Context: an optimization exercise on an open-source flow, tuned for small area, a short achievable clock period and few clock cycles per item. The choices shown serve that exercise and are no tape-out recipe. No activity file was given, so power comes from the tool's default toggle rates.

==> flow/design.v <==
package iirl_pkg;
	localparam int CAPACITY_DEF    = 16;
	localparam int VALUE_WIDTH_DEF = 32;
	typedef enum logic [1:0] {
		FUNC_READ   = 2'd0,
		FUNC_INSERT = 2'd1,
		FUNC_REMOVE = 2'd2,
		FUNC_FILL   = 2'd3
	} func_t;
	typedef enum logic [1:0] {
		STAT_OK    = 2'd0,
		STAT_RANGE = 2'd1,
		STAT_FULL  = 2'd2
	} status_t;
	typedef struct packed {
		logic load;
		logic exec;
	} iirl_cmd_t;
endpackage
module iirl_ctrl (
	input  logic clk,
	input  logic arst_n,
	input  logic req_valid,
	output logic req_ready,
	output logic rsp_valid,
	input  logic rsp_ready,
	output logic q_free,    
	output logic exec,      
	output logic o_from_x,  
	output logic o_from_k,  
	output logic k_load,    
	output logic k_busy     
);
	logic q_valid, o_valid, k_valid;
	logic q_valid_d, o_valid_d, k_valid_d;
	logic ready_q, rsp_valid_q;    
	logic take;
	assign take      = o_valid & rsp_ready;
	assign exec      = q_valid & ~k_valid;
	assign q_free    = ~q_valid | ~k_valid;
	assign req_ready = ready_q;
	assign rsp_valid = rsp_valid_q;
	assign o_from_k  = k_valid & take;
	assign o_from_x  = exec & (~o_valid | take);
	assign k_load    = exec & o_valid & ~take;
	assign k_busy    = k_valid;
	assign q_valid_d = (q_free & req_valid) | (q_valid & ~exec);
	assign o_valid_d = o_from_k | o_from_x | (o_valid & ~take);
	assign k_valid_d = k_load | (k_valid & ~take);
	always_ff @(posedge clk or negedge arst_n) begin
		if (!arst_n) begin
			q_valid     <= 1'b0;
			o_valid     <= 1'b0;
			k_valid     <= 1'b0;
			ready_q     <= 1'b1;
			rsp_valid_q <= 1'b0;
		end else begin
			q_valid     <= q_valid_d;
			o_valid     <= o_valid_d;
			k_valid     <= k_valid_d;
			ready_q     <= ~q_valid_d | ~k_valid_d;
			rsp_valid_q <= o_valid_d;
		end
	end
endmodule
module iirl_dpath #(
	parameter int CAPACITY    = iirl_pkg::CAPACITY_DEF,
	parameter int VALUE_WIDTH = iirl_pkg::VALUE_WIDTH_DEF,
	localparam int CNT_W      = $clog2(CAPACITY + 1)
) (
	input  logic                   clk,
	input  logic                   arst_n,
	input  logic                   q_free,
	input  logic                   exec,
	input  logic                   o_from_x,
	input  logic                   o_from_k,
	input  logic                   k_load,
	input  logic                   k_busy,
	input  logic [1:0]             in_func,
	input  logic [CNT_W-1:0]       in_position,
	input  logic [VALUE_WIDTH-1:0] in_value,
	output logic [VALUE_WIDTH-1:0] element,
	output logic [CNT_W-1:0]       count,
	output logic [1:0]             status
);
	localparam int IW = $clog2(CAPACITY);
	localparam logic [CNT_W-1:0] CAP_C = CNT_W'(CAPACITY);
	localparam logic [IW-1:0]    LAST  = IW'(CAPACITY - 1);
	function automatic logic gt4(input logic [IW-1:0] a, input logic [IW-1:0] b);
		logic r;
		r = 1'b0;
		for (int i = 0; i < IW; i++) r = (a[i] & ~b[i]) | (~(a[i] ^ b[i]) & r);
		gt4 = r;
	endfunction
	function automatic logic gt5(input logic [CNT_W-1:0] a, input logic [CNT_W-1:0] b);
		logic r;
		r = 1'b0;
		for (int i = 0; i < CNT_W; i++) r = (a[i] & ~b[i]) | (~(a[i] ^ b[i]) & r);
		gt5 = r;
	endfunction
	logic [CNT_W-1:0]       used_q, used_d;
	logic [IW-1:0]          pos_of_q [CAPACITY];
	logic [VALUE_WIDTH-1:0] word_q [CAPACITY];
	logic [CNT_W-1:0]       pos_q;
	logic [VALUE_WIDTH-1:0] val_q;
	logic                   rd_ok, ins_ok, rem_ok, fill_ok;
	iirl_pkg::status_t      status_d;
	localparam int NC = 4;
	logic [CNT_W-1:0] cand [NC];
	logic [NC-1:0]    c_pick, c_lt, c_gt, c_full;
	assign cand[0] = used_q;
	assign cand[1] = used_q + CNT_W'(1);
	assign cand[2] = used_q - CNT_W'(1);
	assign cand[3] = pos_q;
	assign c_pick[1] = exec & ins_ok;
	assign c_pick[2] = exec & rem_ok;
	assign c_pick[3] = exec & fill_ok;
	assign c_pick[0] = ~(c_pick[1] | c_pick[2] | c_pick[3]);
	for (genvar c = 0; c < NC; c++) begin : g_cmp
		assign c_lt[c]   = gt5(cand[c], in_position);
		assign c_gt[c]   = gt5(in_position, cand[c]);
		assign c_full[c] = (cand[c] == CAP_C);
	end
	logic              in_lt, in_gt, in_full;
	logic              in_rd, in_ins, in_rem, in_fill;
	iirl_pkg::status_t in_status;
	assign in_lt   = |(c_pick & c_lt);
	assign in_gt   = |(c_pick & c_gt);
	assign in_full = |(c_pick & c_full);
	always_comb begin
		in_status = iirl_pkg::STAT_OK;
		in_rd     = 1'b0;
		in_ins    = 1'b0;
		in_rem    = 1'b0;
		in_fill   = 1'b0;
		case (in_func)
			iirl_pkg::FUNC_READ: begin
				if (in_lt) in_rd = 1'b1;
				else in_status = iirl_pkg::STAT_RANGE;
			end
			iirl_pkg::FUNC_INSERT: begin
				if (in_gt) in_status = iirl_pkg::STAT_RANGE;
				else if (in_full) in_status = iirl_pkg::STAT_FULL;
				else in_ins = 1'b1;
			end
			iirl_pkg::FUNC_REMOVE: begin
				if (in_lt) in_rem = 1'b1;
				else in_status = iirl_pkg::STAT_RANGE;
			end
			default: begin
				if (gt5(in_position, CAP_C)) in_status = iirl_pkg::STAT_RANGE;
				else in_fill = 1'b1;
			end
		endcase
	end
	always_ff @(posedge clk) begin
		if (q_free) begin
			pos_q    <= in_position;
			val_q    <= in_value;
			rd_ok    <= in_rd;
			ins_ok   <= in_ins;
			rem_ok   <= in_rem;
			fill_ok  <= in_fill;
			status_d <= in_status;
		end
	end
	logic elem_d;
	assign elem_d = rd_ok | rem_ok;
	always_comb begin
		used_d = used_q;
		if (ins_ok) used_d = used_q + CNT_W'(1);
		if (rem_ok) used_d = used_q - CNT_W'(1);
		if (fill_ok) used_d = pos_q;
	end
	always_ff @(posedge clk or negedge arst_n) begin
		if (!arst_n) used_q <= '0;
		else if (exec) used_q <= used_d;
	end
	logic [IW-1:0] x;
	assign x = pos_q[IW-1:0];
	for (genvar s = 0; s < CAPACITY; s++) begin : g_slot
		logic [IW-1:0] v, nv, step;
		logic at_last, at_x, above_x;
		assign v       = pos_of_q[s];
		assign at_last = &v;
		assign at_x    = (v == x);
		assign above_x = gt4(v, x);
		logic carry;
		always_comb begin
			carry = 1'b1;
			for (int b = 0; b < IW; b++) begin
				step[b] = v[b] ^ carry;
				carry   = carry & (v[b] ^ ~ins_ok);
			end
		end
		assign nv = ins_ok ? (at_last ? x : step) : (at_x ? LAST : step);
		always_ff @(posedge clk or negedge arst_n) begin
			if (!arst_n) pos_of_q[s] <= IW'(s);
			else if (exec && (ins_ok || rem_ok) && (at_x || above_x)) pos_of_q[s] <= nv;
		end
		always_ff @(posedge clk) begin
			if (exec && (fill_ok || (ins_ok && at_last)))
				word_q[s] <= val_q;
		end
	end
	logic [IW-1:0] rd_pos;
	always_ff @(posedge clk) begin
		if (k_load) rd_pos <= rem_ok ? LAST : x;
		else if (q_free && (!k_busy || o_from_k)) rd_pos <= in_position[IW-1:0];
		else if (o_from_k) rd_pos <= x;
	end
	logic [VALUE_WIDTH-1:0] rd_word;
	always_comb begin
		rd_word = '0;
		for (int s = 0; s < CAPACITY; s++)
			if (pos_of_q[s] == rd_pos) rd_word = rd_word | word_q[s];
	end
	logic              k_elem;
	iirl_pkg::status_t k_status;
	always_ff @(posedge clk) begin
		if (k_load) begin
			k_elem   <= elem_d;
			k_status <= status_d;
		end
	end
	logic                   rd_elem;
	logic [VALUE_WIDTH-1:0] element_q;
	logic [CNT_W-1:0]       count_q;
	iirl_pkg::status_t      status_q;
	assign rd_elem = o_from_k ? k_elem : elem_d;
	always_ff @(posedge clk) begin
		if (o_from_k || o_from_x) begin
			element_q <= rd_elem ? rd_word : '0;
			count_q   <= o_from_k ? used_q : used_d;
			status_q  <= o_from_k ? k_status : status_d;
		end
	end
	assign element = element_q;
	assign count   = count_q;
	assign status  = status_q;
endmodule
module indexed_insert_remove_list #(
	parameter int CAPACITY    = iirl_pkg::CAPACITY_DEF,
	parameter int VALUE_WIDTH = iirl_pkg::VALUE_WIDTH_DEF,
	localparam int CNT_W      = $clog2(CAPACITY + 1)
) (
	input  logic                   clk,
	input  logic                   arst_n,
	input  logic                   req_valid,
	output logic                   req_ready,
	input  logic [1:0]             req_func,
	input  logic [CNT_W-1:0]       req_position,
	input  logic [VALUE_WIDTH-1:0] req_value,
	output logic                   rsp_valid,
	input  logic                   rsp_ready,
	output logic [VALUE_WIDTH-1:0] rsp_element,
	output logic [CNT_W-1:0]       rsp_count,
	output logic [1:0]             rsp_status
);
	logic q_free, exec, o_from_x, o_from_k, k_load, k_busy;
	iirl_ctrl u_ctrl (
		.clk       (clk),
		.arst_n    (arst_n),
		.req_valid (req_valid),
		.req_ready (req_ready),
		.rsp_valid (rsp_valid),
		.rsp_ready (rsp_ready),
		.q_free    (q_free),
		.exec      (exec),
		.o_from_x  (o_from_x),
		.o_from_k  (o_from_k),
		.k_load    (k_load),
		.k_busy    (k_busy)
	);
	iirl_dpath #(
		.CAPACITY    (CAPACITY),
		.VALUE_WIDTH (VALUE_WIDTH)
	) u_dpath (
		.clk         (clk),
		.arst_n      (arst_n),
		.q_free      (q_free),
		.exec        (exec),
		.o_from_x    (o_from_x),
		.o_from_k    (o_from_k),
		.k_load      (k_load),
		.k_busy      (k_busy),
		.in_func     (req_func),
		.in_position (req_position),
		.in_value    (req_value),
		.element     (rsp_element),
		.count       (rsp_count),
		.status      (rsp_status)
	);
endmodule
clock: 5.0 ns
lec_check: 0
cap_margin: 20
cell_pad_in_sites_detail_placement: 1
cell_pad_in_sites_global_placement: 1
core_margin: 2
core_utilization: 40
cts_buf_list: sky130_fd_sc_hd__clkbuf_8
setup_slack_margin: 2.6
slew_margin: 20
run.sh (not shown) runs the stock make flow with config.mk's settings and CLKGATE_MAP_FILE= SYNTH_SCRIPT=/design/flow/synth_recipe.tcl, a recipe that flattens the netlist after the stock synthesis.
The starting point ran to the end with no violations.
Change:
==> flow/flow/run.sh (new file) <==
#!/bin/bash
# The standard layout, with two settings the platform fixes changed:
# the port buffers are plain buffers rather than delay cells, and timing
# repair may resize cells across footprints.
set -euo pipefail
bash standard.sh MATCH_CELL_FOOTPRINT=0 "BUFFER_PORTS_ARGS=-buffer_cell sky130_fd_sc_hd__buf_2" finish > standard.log 2>&1
==> flow/standard.sh (new file) <==
#!/bin/bash
# synth_recipe.tcl (not shown) runs the flow's synth.tcl, then flattens the netlist and writes it again
# the make line also repeats each setting of config.mk as NAME=value (left out here)
make -C /OpenROAD-flow-scripts/flow DESIGN_CONFIG=/design/flow/config.mk WORK_HOME=/design/flow/orfs CLKGATE_MAP_FILE= SYNTH_SCRIPT=/design/flow/synth_recipe.tcl "${@:-finish}"
removed: flow/run.sh
After rerunning: Total power decreases by a few percent. Wire length shrinks by a few percent. Clock-buffer cell count is lower by 2. Sequential share of layout area climbs by 1.1 points. Worst setup slack gets better by 0.038 ns. Register-to-register slack improved by 0.04 ns. Area after synthesis does not change. Hold slack gains 0.012 ns. Core utilization shrinks by 0.98 points.
Function was not checked in any run of this note: the RTL went through the layout flow alone.

-- port drivers added, routing unchanged --
No port has a modelled driver above. Below, the same layouts with a new extraction and two added sets of constraints. Step 1 assumes that a clkbuf_16 drives the clock port and a buf_2 every other input. Step 2, shift: input delay + t, output delay - t, t = (earliest + latest rising clock arrival at the registers) / 2. This alone moves slack from input paths to output paths. Slacks: ideal ports / drivers / drivers and shift; pairs: ideal ports / drivers.
| run | t (ns) | slack for setup (ns) | hold slack, ns | worst slew at a driven data input, ns | cell pins on the clock port's net |
|---|---|---|---|---|---|
| the first run | 0.780 | 2.469 / 2.469 / 1.709 | 0.316 / 0.289 / 0.482 | 0.05 | 1 |
| the second run | 0.800 | 2.507 / 2.507 / 1.901 | 0.329 / 0.294 / 0.471 | 0.11 | 1 |
After both steps setup and hold are still met in every run listed. The setup slack of the first run, which loses most, moves by 0.000 ns with the drivers and by -0.760 ns with both steps.
